This is an optimization exercise on Yosys and OpenROAD, whose aim is small area, not a production implementation.
Only simulation tests tie the RTL to the original design; equivalence was not proved.
No activity file was given, so power comes from the tool's default toggle rates.

==> trial 30 <==
==> flow/design.v <==
package regfile_pkg;
  typedef enum logic [1:0] {
    IDLE  = 2'd0,
    SWEEP = 2'd1,
    DONE  = 2'd2
  } clr_state_e;
endpackage
module regfile_clr_seq
#(
  parameter int DEPTH = 32,
  parameter int AW    = $clog2(DEPTH)
) (
  input  logic          clk_i,
  input  logic          r_i,
  input  logic          clr_req_i,
  output logic [AW-1:0] index_o,
  output logic          sweep_we_o,
  output logic          clr_busy_o,
  output logic          clr_done_o
);
  localparam logic [AW-1:0] LAST = AW'(DEPTH - 1);
  regfile_pkg::clr_state_e    state_q, state_d;
  logic [AW-1:0] index_q, index_d;
  always_ff @(posedge clk_i) begin
    if (r_i) begin
      state_q <= regfile_pkg::IDLE;
      index_q <= '0;
    end else begin
      state_q <= state_d;
      index_q <= index_d;
    end
  end
  always_comb begin
    state_d = state_q;
    index_d = index_q;
    case (state_q)
      regfile_pkg::IDLE: begin
        if (clr_req_i) begin
          state_d = regfile_pkg::SWEEP;
          index_d = '0;
        end
      end
      regfile_pkg::SWEEP: begin
        index_d = index_q + AW'(1);
        if (index_q == LAST) begin
          state_d = regfile_pkg::DONE;
          index_d = '0;
        end
      end
      regfile_pkg::DONE:    state_d = regfile_pkg::IDLE;
      default: state_d = regfile_pkg::IDLE;
    endcase
  end
  assign index_o    = index_q;
  assign sweep_we_o = (state_q == regfile_pkg::SWEEP);
  assign clr_busy_o = (state_q != regfile_pkg::IDLE);
  assign clr_done_o = (state_q == regfile_pkg::DONE);
endmodule
module param_register_file
#(
  parameter int N        = 32,
  parameter int DEPTH    = 32,
  parameter int ZERO_REG = 1,
  localparam int AW      = $clog2(DEPTH)
) (
  input  logic          Clk,
  input  logic          R,
  input  logic          En,
  input  logic [AW-1:0] WAddr,
  input  logic [N-1:0]  D,
  input  logic [AW-1:0] RAddrA,
  input  logic [AW-1:0] RAddrB,
  input  logic          ClrReq,
  output logic [N-1:0]  QA,
  output logic [N-1:0]  QB,
  output logic          ClrBusy,
  output logic          ClrDone
);
  localparam int LO = (ZERO_REG != 0) ? 1 : 0;
  logic [N-1:0]  mem_q [DEPTH];
  logic [DEPTH-1:0] valid_q;
  logic [AW-1:0] ra_q, rb_q;
  logic [AW-1:0] sweep_idx;
  logic          sweep_we;
  regfile_clr_seq #(
    .DEPTH (DEPTH),
    .AW    (AW)
  ) u_clr_seq (
    .clk_i      (Clk),
    .r_i        (R),
    .clr_req_i  (ClrReq),
    .index_o    (sweep_idx),
    .sweep_we_o (sweep_we),
    .clr_busy_o (ClrBusy),
    .clr_done_o (ClrDone)
  );
  always_ff @(posedge Clk) begin
    ra_q <= RAddrA;
    rb_q <= RAddrB;
  end
  for (genvar i = 0; i < DEPTH; i++) begin : g_ent
    if (i < LO) begin : g_zero
      assign mem_q[i]   = '0;
      assign valid_q[i] = 1'b0;
    end else begin : g_reg
      logic we;
      assign we = En && !ClrBusy && (WAddr == AW'(i));
      always_ff @(posedge Clk) begin
        if (we) mem_q[i] <= D;
      end
      always_ff @(posedge Clk) begin
        if (R) valid_q[i] <= 1'b0;
        else if (we) valid_q[i] <= 1'b1;
        else if (sweep_we && (sweep_idx == AW'(i))) valid_q[i] <= 1'b0;
      end
    end
  end
  always_comb begin
    QA = '0;
    QB = '0;
    for (int i = 0; i < DEPTH; i++) begin
      QA = QA | (mem_q[i] & {N{valid_q[i] && (ra_q == AW'(i))}});
      QB = QB | (mem_q[i] & {N{valid_q[i] && (rb_q == AW'(i))}});
    end
  end
endmodule
==> flow/run.sh <==
#!/bin/bash
# synth_recipe.tcl (not shown) runs the flow's synth.tcl, then flattens the netlist and writes it again
# the make line also repeats each setting of config.mk as NAME=value (left out here)
make -C /OpenROAD-flow-scripts/flow DESIGN_CONFIG=/design/flow/config.mk WORK_HOME=/design/flow/orfs CLKGATE_MAP_FILE= SYNTH_SCRIPT=/design/flow/synth_recipe.tcl finish
==> flow/config.mk <==
export PLATFORM = sky130hd
export DESIGN_NAME = param_register_file
export DESIGN_NICKNAME = param_register_file
export VERILOG_FILES = /design/flow/design.v
export SDC_FILE = /design/flow/constraint.sdc
export NUM_CORES = 4
export LEC_CHECK = 0
export CAP_MARGIN = 20
export CORE_MARGIN = 2
export CORE_UTILIZATION = 30
export SLEW_MARGIN = 20
==> flow/constraint.sdc <==
create_clock -name core_clock -period 6.0 [get_ports {Clk}]
set_input_delay 1.2000 -clock core_clock [delete_from_list [all_inputs] [get_ports {Clk}]]
set_output_delay 1.2000 -clock core_clock [all_outputs]
set_load 0.01 [all_outputs]
==> trial 37: changes against trial 30 <==
--- a/flow/design.v
+++ b/flow/design.v
@@ -115,12 +115,49 @@
       end
     end
   end
+  logic [DEPTH-1:0] sel_a, sel_b;
+  logic [N-1:0]     mem_t [DEPTH];   
   always_comb begin
-    QA = '0;
-    QB = '0;
     for (int i = 0; i < DEPTH; i++) begin
-      QA = QA | (mem_q[i] & {N{valid_q[i] && (ra_q == AW'(i))}});
-      QB = QB | (mem_q[i] & {N{valid_q[i] && (rb_q == AW'(i))}});
+      sel_a[i] = valid_q[i] && (ra_q == AW'(i));
+      sel_b[i] = valid_q[i] && (rb_q == AW'(i));
     end
   end
+  for (genvar b = 0; b < N; b++) begin : g_bit
+    logic [DEPTH-LO-1:0] col;
+    for (genvar i = LO; i < DEPTH; i++) begin : g_col
+      assign col[i-LO] = mem_q[i][b];
+    end
+    regfile_rd_or #(.NE(DEPTH-LO)) u_rd_a (.d_i(col), .sel_i(sel_a[DEPTH-1:LO]), .q_o(QA[b]));
+    regfile_rd_or #(.NE(DEPTH-LO)) u_rd_b (.d_i(col), .sel_i(sel_b[DEPTH-1:LO]), .q_o(QB[b]));
+  end
 endmodule
+module regfile_rd_or
+#(
+  parameter int NE = 31
+) (
+  input  logic [NE-1:0] d_i,
+  input  logic [NE-1:0] sel_i,
+  output logic          q_o
+);
+  localparam int NG = NE / 3;
+  localparam int NR = NE - 3 * NG;
+  logic [NG-1:0] grp_n;
+  logic          rest;
+  for (genvar g = 0; g < NG; g++) begin : g_grp
+    regfile_aoi222 u_aoi (.d_i(d_i[3*g +: 3]), .s_i(sel_i[3*g +: 3]), .y_no(grp_n[g]));
+  end
+  if (NR > 0) begin : g_rest
+    assign rest = |(d_i[NE-1 -: NR] & sel_i[NE-1 -: NR]);
+  end else begin : g_norest
+    assign rest = 1'b0;
+  end
+  assign q_o = ~&grp_n | rest;
+endmodule
+module regfile_aoi222 (
+  input  logic [2:0] d_i,
+  input  logic [2:0] s_i,
+  output logic       y_no
+);
+  assign y_no = ~|(d_i & s_i);
+endmodule
==> flow/flow/run.sh (new file) <==
#!/bin/bash
# The standard layout, except that the port buffers are buf_2 cells instead of
# the slow clkdlybuf4s50_1 cells buffer_ports picks by default. Every input and
# output port still gets its own buffer.
set -euo pipefail
bash standard.sh "BUFFER_PORTS_ARGS=-buffer_cell sky130_fd_sc_hd__buf_2" finish > standard_flow.log 2>&1
==> flow/standard.sh (new file) <==
#!/bin/bash
# synth_recipe.tcl (not shown) runs the flow's synth.tcl, then flattens the netlist and writes it again
# the make line also repeats each setting of config.mk as NAME=value (left out here)
make -C /OpenROAD-flow-scripts/flow DESIGN_CONFIG=/design/flow/config.mk WORK_HOME=/design/flow/orfs CLKGATE_MAP_FILE= SYNTH_SCRIPT=/design/flow/synth_recipe.tcl "${@:-finish}"
Settings changed: CORE_UTILIZATION 30 to 70, CTS_CLUSTER_DIAMETER from default to 80, CTS_CLUSTER_SIZE from default to 25, PLACE_DENSITY from default to 0.8, SYNTH_HIERARCHICAL from default to 1, SYNTH_MINIMUM_KEEP_SIZE from default to 0.
removed: flow/run.sh
==> build 44: changes against trial 30 <==
--- a/flow/design.v
+++ b/flow/design.v
@@ -76,12 +76,14 @@
   output logic          ClrBusy,
   output logic          ClrDone
 );
-  localparam int LO = (ZERO_REG != 0) ? 1 : 0;
+  localparam logic [AW:0] DEPTH_W = (AW + 1)'(DEPTH);
   logic [N-1:0]  mem_q [DEPTH];
-  logic [DEPTH-1:0] valid_q;
-  logic [AW-1:0] ra_q, rb_q;
+  logic [N-1:0]  qa_q, qb_q;
+  logic [N-1:0]  q_d [2];
+  logic [AW-1:0] raddr [2];
   logic [AW-1:0] sweep_idx;
   logic          sweep_we;
+  logic          user_we;
   regfile_clr_seq #(
     .DEPTH (DEPTH),
     .AW    (AW)
@@ -94,33 +96,35 @@
     .clr_busy_o (ClrBusy),
     .clr_done_o (ClrDone)
   );
-  always_ff @(posedge Clk) begin
-    ra_q <= RAddrA;
-    rb_q <= RAddrB;
-  end
-  for (genvar i = 0; i < DEPTH; i++) begin : g_ent
-    if (i < LO) begin : g_zero
-      assign mem_q[i]   = '0;
-      assign valid_q[i] = 1'b0;
-    end else begin : g_reg
-      logic we;
-      assign we = En && !ClrBusy && (WAddr == AW'(i));
-      always_ff @(posedge Clk) begin
-        if (we) mem_q[i] <= D;
+  assign user_we  = En && !ClrBusy && ({1'b0, WAddr} < DEPTH_W) &&
+                    !((ZERO_REG != 0) && (WAddr == '0));
+  assign raddr[0] = RAddrA;
+  assign raddr[1] = RAddrB;
+  always_comb begin
+    for (int p = 0; p < 2; p++) begin
+      q_d[p] = '0;
+      for (int i = 0; i < DEPTH; i++) begin
+        if (raddr[p] == AW'(i)) q_d[p] = mem_q[i];
       end
-      always_ff @(posedge Clk) begin
-        if (R) valid_q[i] <= 1'b0;
-        else if (we) valid_q[i] <= 1'b1;
-        else if (sweep_we && (sweep_idx == AW'(i))) valid_q[i] <= 1'b0;
-      end
+      if (user_we && (WAddr == raddr[p])) q_d[p] = D;
+      if (sweep_we && (sweep_idx == raddr[p])) q_d[p] = '0;
+      if ((ZERO_REG != 0) && (raddr[p] == '0)) q_d[p] = '0;
     end
   end
-  always_comb begin
-    QA = '0;
-    QB = '0;
-    for (int i = 0; i < DEPTH; i++) begin
-      QA = QA | (mem_q[i] & {N{valid_q[i] && (ra_q == AW'(i))}});
-      QB = QB | (mem_q[i] & {N{valid_q[i] && (rb_q == AW'(i))}});
+  always_ff @(posedge Clk) begin
+    if (R) begin
+      for (int i = 0; i < DEPTH; i++) mem_q[i] <= '0;
+      qa_q <= '0;
+      qb_q <= '0;
+    end else begin
+      for (int i = 0; i < DEPTH; i++) begin
+        if (user_we && (WAddr == AW'(i))) mem_q[i] <= D;
+        else if (sweep_we && (sweep_idx == AW'(i))) mem_q[i] <= '0;
+      end
+      qa_q <= q_d[0];
+      qb_q <= q_d[1];
     end
   end
+  assign QA = qa_q;
+  assign QB = qb_q;
 endmodule
==> run summary <==
| item | trial 30 | build 44 | trial 37 |
|---|---|---|---|
| Run status | complete, but fails checks | no timing/DRC/antenna violations | no timing/DRC/antenna violations |
| Reasons for failing layout checks | setup timing | - | - |
| Top achievable clock speed | 166 MHz | 198 MHz | 199 MHz |
| Share of the yosys chip area belonging to registers | 61.6% | 38.5% | 75.8% |
| Most frequently used cell type in the post-synthesis netlist | sky130_fd_sc_hd__edfxtp_1 | sky130_fd_sc_hd__nor2_1 | sky130_fd_sc_hd__edfxtp_1 |
| Total core area | 165,000 µm² | 183,000 µm² | 57,500 µm² |
| Minimum setup slack in the final design | -0.0342 ns | 0.956 ns | 0.962 ns |
| Reg2Reg Setup Slack | 2.84 ns | 2.41 ns | 2.63 ns |
| Fraction of layout cells with a size suffix above 1 | 12.4% | 15.9% | 11.6% |
| Launch instance of the worst register-to-register path | u_clr_seq.state_q[1] | mem_q[4][25] | u_clr_seq.state_q[1] |
| Final net count | 4,923 | 6,961 | 2,475 |
| Power Sequential | 8060 µW | 7260 µW | 8010 µW |
| Max VDD drop | 0.247 mV | 0.317 mV | 0.347 mV |
| Final setup violation count | 1 | 0 | 0 |
| Met2 Usage GRT | 50.8% | 69.2% | 68.0% |
| Overall die area | 170,000 µm² | 188,000 µm² | 59,900 µm² |
| Arithmetic-cell share of the synthesized area counting full adders, half adders and majority gates | 0.150% | 0.136% | 0.0617% |
| Post-placement setup slack | 1.06 ns | 0.648 ns | 1.78 ns |
| Number of unique standard cell types used by synthesis | 64 | 105 | 44 |
| Area share of buffers outside the clock network | 6.21% | 8.81% | 2.37% |
| Core Rows | 149 | 157 | 88 |
| Capturing element of the worst setup path | QB[14] | qb_q[13] | QB[17] |
| WL per Instance | 45.1 µm | 49.8 µm | 44.1 µm |
| EDFF count, synth | 992 | 0 | 992 |
| Highest cell delay on the worst timing path | 0.83 ns | 1.07 ns | 0.52 ns |
| Most frequent standard cell in the layout excluding fill and tap cells | sky130_fd_sc_hd__edfxtp_1 | sky130_fd_sc_hd__nor2_1 | sky130_fd_sc_hd__edfxtp_1 |
| Final Util | 35.4% | 35.9% | 76.4% |
| Fraction of area in multi-input gates | 29.6% | 47.3% | 22.3% |

separate check: timing with driven ports:
No port has a modelled driver above. Below, the same layouts with a new extraction and two added sets of constraints.
Step 1: set_driving_cell puts a clkbuf_16 on Clk and a buf_2 on each other input, an assumption about the parent block.
Step 2 also shifts input and output timing later by t, the mid clock arrival at the registers, as if the neighbouring blocks saw the same clock.
Three values: ideal, step 1, step 2; two values: the first two.
run	shift t [ns]	setup slack, ns	worst data-port slew with drivers (ns)	pins driven straight from the clock port
trial 30	0.848	-0.034 / -0.114 / 0.734	0.35	1
trial 37	0.699	0.962 / 0.898 / 1.597	0.09	1
build 44	0.917	0.956 / 1.022 / 0.106	0.06	1
The setup slack of build 44, which loses most, moves by +0.066 ns with the drivers and by -0.850 ns with both steps.
